This is an optimization exercise on Yosys and OpenROAD, whose aim is small area, not a production implementation. Only simulation tests tie the RTL to the original design; equivalence was not proved. Power figures rest on the tool's default switching activity, not on a simulated workload.

## run 1
Design axi_line_bridge, start of the top module:
module axi_line_bridge #(
  parameter int LINE_WIDTH = 512
) (
  input  logic                  clk,
  input  logic                  rst,
  input  logic                  i_rreq,
  input  logic [31:0]           i_raddr,
  output logic                  i_rdone,
  output logic [LINE_WIDTH-1:0] i_rline,
  input  logic                  d_rreq,
  input  logic [31:0]           d_raddr,
  output logic                  d_rdone,
  output logic [LINE_WIDTH-1:0] d_rline,
  input  logic                  d_wreq,
  input  logic [31:0]           d_waddr,
  input  logic [LINE_WIDTH-1:0] d_wline,
  output logic                  d_wdone,
  output logic [31:0]           araddr,
  output logic [7:0]            arlen,
  output logic [2:0]            arsize,
  output logic [1:0]            arburst,
  output logic                  arvalid,
  input  logic                  arready,
  input  logic [31:0]           rdata,
  input  logic                  rlast,
  input  logic [1:0]            rresp,
  input  logic                  rvalid,
  output logic                  rready,
  output logic [31:0]           awaddr,
  output logic [7:0]            awlen,
  output logic [2:0]            awsize,
  output logic [1:0]            awburst,
  output logic                  awvalid,
  input  logic                  awready,
  output logic [31:0]           wdata,
  output logic [3:0]            wstrb,
  output logic                  wlast,
  output logic                  wvalid,
  input  logic                  wready,
  input  logic [1:0]            bresp,
  input  logic                  bvalid,
  output logic                  bready,
  output logic                  axi_err
);
For scale: about 0.023 mm2 of cells after synthesis.
clock: 5.0 ns
lec_check: 0
cap_margin: 10
core_area: 10 10 510 510
die_area: 0 0 520 520
place_density: 0.4
slew_margin: 10
standard.sh (not shown) runs the stock make flow with config.mk's settings and CLKGATE_MAP_FILE= SYNTH_SCRIPT=/design/flow/synth_recipe.tcl, a recipe that flattens the netlist after the stock synthesis.
==> flow/flow/run.sh <==
#!/bin/bash
# Standard synthesis, then the write-data select re-mapped (flow/remux.py),
# then the standard layout with the port buffers made of the smallest buffer
# cell, one tie cell per constant value and clock tree synthesis without
# dummy balancing loads.
set -euo pipefail
here=$(pwd)
export BUFFER_PORTS_ARGS="-buffer_cell sky130_fd_sc_hd__buf_1"
export SKIP_REPAIR_TIE_FANOUT=1
export CTS_ARGS="-sink_clustering_enable -repair_clock_nets -dont_use_dummy_load -sink_clustering_size 25 -sink_clustering_max_diameter 150"
bash standard.sh synth > flow_synth.log 2>&1
res=$here/orfs/results/$FLOW_PLATFORM/axi_line_bridge/base
cp $res/1_2_yosys.v $here/yosys_orig.v
python3 $here/flow/remux.py $here/yosys_orig.v $res/1_2_yosys.v > remux.log 2>&1
rm -f $res/1_synth.odb $res/1_synth.sdc
bash standard.sh finish > flow_make.log 2>&1
==> flow/flow/remux.py <==
#!/usr/bin/env python3
"""Re-map the write-data select of a Yosys netlist of axi_line_bridge.

wdata[k] is the OR over the sixteen beats j of d_wline[32*j+k] & beat[j].
Yosys/ABC map it with a22o/a221oi/nand4 cells; this rewrites each bit as
five a222oi (beats 0..14), a nand2 (beat 15), a nand4 and a nand3b, and
araddr's owner select as a22o cells, then removes the cells that no longer
drive anything. Registers are untouched.

usage: remux.py in.v out.v
"""
import re
import sys

src = open(sys.argv[1]).read()
m = re.search(r'\n(\s*)endmodule', src)
body_end = m.start()

inst_re = re.compile(r'^\s*(sky130_fd_sc_hd__\w+)\s+(\\\S+|\w+)\s*\((.*?)\);\s*$', re.S | re.M)
pin_re = re.compile(r'\.(\w+)\(\s*(.*?)\s*\)\s*(?:,|$)', re.S)
OUT_PINS = {'X', 'Y', 'Q', 'Q_N', 'HI', 'LO', 'COUT', 'SUM'}


def norm(n):
    n = n.strip()
    if n.startswith('\\'):
        n = n.split()[0] + ' '
    return n


cells = {}
order = []
for im in inst_re.finditer(src):
    typ, name, pins = im.group(1), im.group(2), im.group(3)
    conns = {p: norm(n) for p, n in pin_re.findall(pins)}
    cells[name] = dict(type=typ, conns=conns, span=im.span())
    order.append(name)

assert not re.search(r'^\s*assign\s', src, re.M), 'netlist has assigns'

driver = {}
loads = {}
for name, c in cells.items():
    for p, n in c['conns'].items():
        if p in OUT_PINS:
            driver[n] = name
        else:
            loads.setdefault(n, []).append(name)


def is_seq(typ):
    return re.search(r'__(e?df|sdf|dl)', typ) is not None


# Beat register outputs.
beat = {}
for name, c in cells.items():
    mm = re.match(r'\\beat\[(\d+)\]\$', name)
    if mm and is_seq(c['type']):
        beat[int(mm.group(1))] = c['conns']['Q']
assert sorted(beat) == list(range(16)), beat

new_cells = []
new_wires = []
removed = set()
for k in range(32):
    root = f'wdata[{k}]'
    # Cone of combinational cells behind wdata[k], down to ports and registers.
    cone = set()
    stack = [root]
    while stack:
        n = stack.pop()
        d = driver.get(n)
        if d is None or d in cone or is_seq(cells[d]['type']):
            continue
        cone.add(d)
        for p, nn in cells[d]['conns'].items():
            if p not in OUT_PINS:
                stack.append(nn)
    removed |= cone
    d = [f'd_wline[{32 * j + k}]' for j in range(16)]
    s = [beat[j] for j in range(16)]
    w = [f'remux_{k}_n{i}' for i in range(7)]
    new_wires += w
    for g in range(5):
        new_cells.append(('sky130_fd_sc_hd__a222oi_1', f'remux_{k}_a{g}', dict(
            A1=d[3 * g], A2=s[3 * g], B1=d[3 * g + 1], B2=s[3 * g + 1],
            C1=d[3 * g + 2], C2=s[3 * g + 2], Y=w[g])))
    new_cells.append(('sky130_fd_sc_hd__nand2_1', f'remux_{k}_b', dict(A=d[15], B=s[15], Y=w[5])))
    new_cells.append(('sky130_fd_sc_hd__nand4_1', f'remux_{k}_c', dict(A=w[0], B=w[1], C=w[2], D=w[3], Y=w[6])))
    new_cells.append(('sky130_fd_sc_hd__nand3b_1', f'remux_{k}_o', dict(A_N=w[6], B=w[4], C=w[5], Y=root)))

# araddr[k] (k >= 6) is i_raddr[k] or d_raddr[k] by the read owner; Yosys
# maps it to mux2_2. An a22o with one shared inverter on own_d is smaller.
own = None
for name, c in cells.items():
    if re.match(r'\\own_d\$', name) and is_seq(c['type']):
        own = c['conns']['Q']
assert own is not None
new_wires.append('remux_own_n')
new_cells.append(('sky130_fd_sc_hd__inv_1', 'remux_own_inv', dict(A=own, Y='remux_own_n')))
for k in range(6, 32):
    root = f'araddr[{k}]'
    d = driver[root]
    assert cells[d]['type'].startswith('sky130_fd_sc_hd__mux2'), cells[d]
    removed.add(d)
    new_cells.append(('sky130_fd_sc_hd__a22o_1', f'remux_ar{k}', dict(
        A1=f'i_raddr[{k}]', A2='remux_own_n', B1=f'd_raddr[{k}]', B2=own, X=root)))

# The cone was found through every cell behind wdata; keep any cell that still
# drives something outside the removed set (shared logic), then drop dead cells.
def outputs(name):
    return [n for p, n in cells[name]['conns'].items() if p in OUT_PINS]


new_load_nets = set()
for typ, name, conns in new_cells:
    for p, n in conns.items():
        if p not in OUT_PINS:
            new_load_nets.add(n)
changed = True
while changed:
    changed = False
    for name in list(removed):
        for n in outputs(name):
            if n.startswith('wdata['):
                continue
            ext = [l for l in loads.get(n, []) if l not in removed]
            if ext or n in new_load_nets:
                removed.discard(name)
                changed = True
                break
# Cells kept outside the cone whose loads are now all removed are dead too.
changed = True
while changed:
    changed = False
    for name in order:
        if name in removed or is_seq(cells[name]['type']):
            continue
        outs = outputs(name)
        if not outs or any(not re.match(r'_\d+_$|\\?net', n) and not n.startswith('_') for n in outs):
            continue
        if all(all(l in removed for l in loads.get(n, [])) and n not in new_load_nets for n in outs):
            removed.add(name)
            changed = True

print(f'removed {len(removed)} cells, added {len(new_cells)}', file=sys.stderr)
out = []
pos = 0
for name in order:
    if name in removed:
        a, b = cells[name]['span']
        out.append(src[pos:a])
        pos = b
out.append(src[pos:body_end])
out.append('\n')
for wname in new_wires:
    out.append(f'  wire {wname};\n')
for typ, name, conns in new_cells:
    pins = ',\n'.join(f'    .{p}({n})' for p, n in conns.items())
    out.append(f'  {typ} {name} (\n{pins}\n  );\n')
out.append(src[body_end:])
open(sys.argv[2], 'w').write(''.join(out))
In summary, run 1 completed successfully, with a layout that passed the timing, DRC and antenna checks.
Modified inputs, run 2 compared to run 1
Settings: changing SLEW_MARGIN from 10 to 20; changing CAP_MARGIN from 10 to 20.
==> flow/flow/run.sh <==
#!/bin/bash
# Standard synthesis, then the write-data select re-mapped (flow/remux.py),
# then the standard layout with the port buffers made of the smallest buffer
# cell and clock tree synthesis without dummy balancing loads.
set -euo pipefail
here=$(pwd)
export BUFFER_PORTS_ARGS="-buffer_cell sky130_fd_sc_hd__buf_1"
export CTS_ARGS="-sink_clustering_enable -repair_clock_nets -dont_use_dummy_load -sink_clustering_size 22 -sink_clustering_max_diameter 120"
bash standard.sh synth > flow_synth.log 2>&1
res=$here/orfs/results/$FLOW_PLATFORM/axi_line_bridge/base
cp $res/1_2_yosys.v $here/yosys_orig.v
python3 $here/flow/remux.py $here/yosys_orig.v $res/1_2_yosys.v > remux.log 2>&1
rm -f $res/1_synth.odb $res/1_synth.sdc
bash standard.sh finish > flow_make.log 2>&1
-- flow/flow/remux.py --
<<< run 1, line 4
wdata[k] is the OR over the sixteen beats j of d_wline[32*j+k] & beat[j].
Yosys/ABC map it with a22o/a221oi/nand4 cells; this rewrites each bit as
five a222oi (beats 0..14), a nand2 (beat 15), a nand4 and a nand3b, and
araddr's owner select as a22o cells, then removes the cells that no longer
drive anything. Registers are untouched.

usage: remux.py in.v out.v
>>> run 2, line 4
wdata[k] is the OR over the sixteen beats j of d_wline[32*j+k] & beat[j].
Yosys/ABC map it with a22o/a221oi/nand4 cells; this rewrites each bit as
five a222oi (beats 0..14), a nand2 (beat 15), a nand4 and a nand3b, then
removes the cells that no longer drive anything. Registers are untouched.

usage: remux.py in.v out.v
<<< run 1, line 91
    new_cells.append(('sky130_fd_sc_hd__nand3b_1', f'remux_{k}_o', dict(A_N=w[6], B=w[4], C=w[5], Y=root)))

# araddr[k] (k >= 6) is i_raddr[k] or d_raddr[k] by the read owner; Yosys
# maps it to mux2_2. An a22o with one shared inverter on own_d is smaller.
own = None
for name, c in cells.items():
    if re.match(r'\\own_d\$', name) and is_seq(c['type']):
        own = c['conns']['Q']
assert own is not None
new_wires.append('remux_own_n')
new_cells.append(('sky130_fd_sc_hd__inv_1', 'remux_own_inv', dict(A=own, Y='remux_own_n')))
for k in range(6, 32):
    root = f'araddr[{k}]'
    d = driver[root]
    assert cells[d]['type'].startswith('sky130_fd_sc_hd__mux2'), cells[d]
    removed.add(d)
    new_cells.append(('sky130_fd_sc_hd__a22o_1', f'remux_ar{k}', dict(
        A1=f'i_raddr[{k}]', A2='remux_own_n', B1=f'd_raddr[{k}]', B2=own, X=root)))

# The cone was found through every cell behind wdata; keep any cell that still
# drives something outside the removed set (shared logic), then drop dead cells.
>>> run 2, line 90
    new_cells.append(('sky130_fd_sc_hd__nand3b_1', f'remux_{k}_o', dict(A_N=w[6], B=w[4], C=w[5], Y=root)))

# The cone was found through every cell behind wdata; keep any cell that still
# drives something outside the removed set (shared logic), then drop dead cells.
Notes after the runs:
Run 2 does worse than run 1 on post-layout minimum cycle time. Taking run 1 as the reference, in run 2 post-route total power now sits higher; final non-filler cell total increased about 0.8%; global placer's final weighted congestion moved up. Utilization delta for run 2 relative to run 1: 0.18 points higher. ~same total standard cell area after synthesis in run 1 and run 2. Per the comparison of run 2 with run 1, number of H-tree levels went up by 1; placed cell area went up by about 0.8%; clock-buffer cell count went up by about 28%; overall routing resource usage went down by 0.16 points.
Input-level comparison between run 3 and run 2:
-- flow/flow/run.sh --
<<< run 2, line 6
here=$(pwd)
export BUFFER_PORTS_ARGS="-buffer_cell sky130_fd_sc_hd__buf_1"
export CTS_ARGS="-sink_clustering_enable -repair_clock_nets -dont_use_dummy_load -sink_clustering_size 22 -sink_clustering_max_diameter 120"
bash standard.sh synth > flow_synth.log 2>&1
>>> run 3, line 6
here=$(pwd)
export BUFFER_PORTS_ARGS="-buffer_cell sky130_fd_sc_hd__buf_1"
export SKIP_REPAIR_TIE_FANOUT=1
export CTS_ARGS="-sink_clustering_enable -repair_clock_nets -dont_use_dummy_load -sink_clustering_size 22 -sink_clustering_max_diameter 120"
bash standard.sh synth > flow_synth.log 2>&1
Results
Arrival time at the worst endpoint: run 3 vs run 2 down 0.37 ns
Diff run 2 and run 3: register-to-register slack higher in run 2
Run 3 vs run 2: flip-flop and latch share of the layout cell area up
Fraction of power spent switching nets, run 2 and run 3: larger value in run 3
Run comparison: run 3 worst-path cell with the longest stage delay sky130_fd_sc_hd__dfstp_2; run 2 worst-path cell with the longest stage delay sky130_fd_sc_hd__a222oi_1
Global-route wire length before repair (run 3 vs. run 2) decreases slightly
Of run 3 and run 2, it is run 3 that has the lower clock group total power.
Run 3 reports its origin of the worst setup path as beat[0]$_DFFE_PP1P_ while run 2 reports beat[6]$_DFFE_PP0P_.
Row post-route total power: run 3 higher / run 2 lower
Cell area | run 3 vs run 2 | run 3 smaller
Going from run 2 to run 3, total instance count after detailed placement went down 38; layout overhead on the synthesized area went down 0.97 points.
For overall routed net length, run 3 and run 2 come out practically identical.

-- port drivers added, routing unchanged --
Ports are ideal in the flow. The routed layouts listed here were re-timed in OpenROAD.
Step 1 sets driving cells, clkbuf_16 on the clock port and buf_2 on the other inputs (assumed; they add their load-dependent delay and slew).
Step 2 adds t to the input delays and takes it off the output delays; t is the mean of the earliest and latest rising clock arrival at the registers after step 1. Input paths then give back, and output paths get back, about the clock's delay inside the block.
Slacks: no drivers / after step 1 / after step 2; pairs: no drivers / after step 1.
| run | shift t [ns] | slack for setup (ns) | hold WS [ns] | worst setup path after step 2 | worst register clock-pin slew, ns |
|---|---|---|---|---|---|
| run 1 | 0.740 | 0.543 / 0.471 / 1.037 | 0.432 / 0.456 / 0.456 | input to output | 0.11 / 0.11 |
| run 2 | 0.689 | 0.309 / 0.235 / 0.746 | 0.442 / 0.442 / 0.442 | input to output | 0.10 / 0.10 |
| run 3 | 0.681 | 0.680 / 0.604 / 1.110 | 0.455 / 0.455 / 0.455 | input to output | 0.10 / 0.10 |
After both steps every run listed still meets setup and hold.
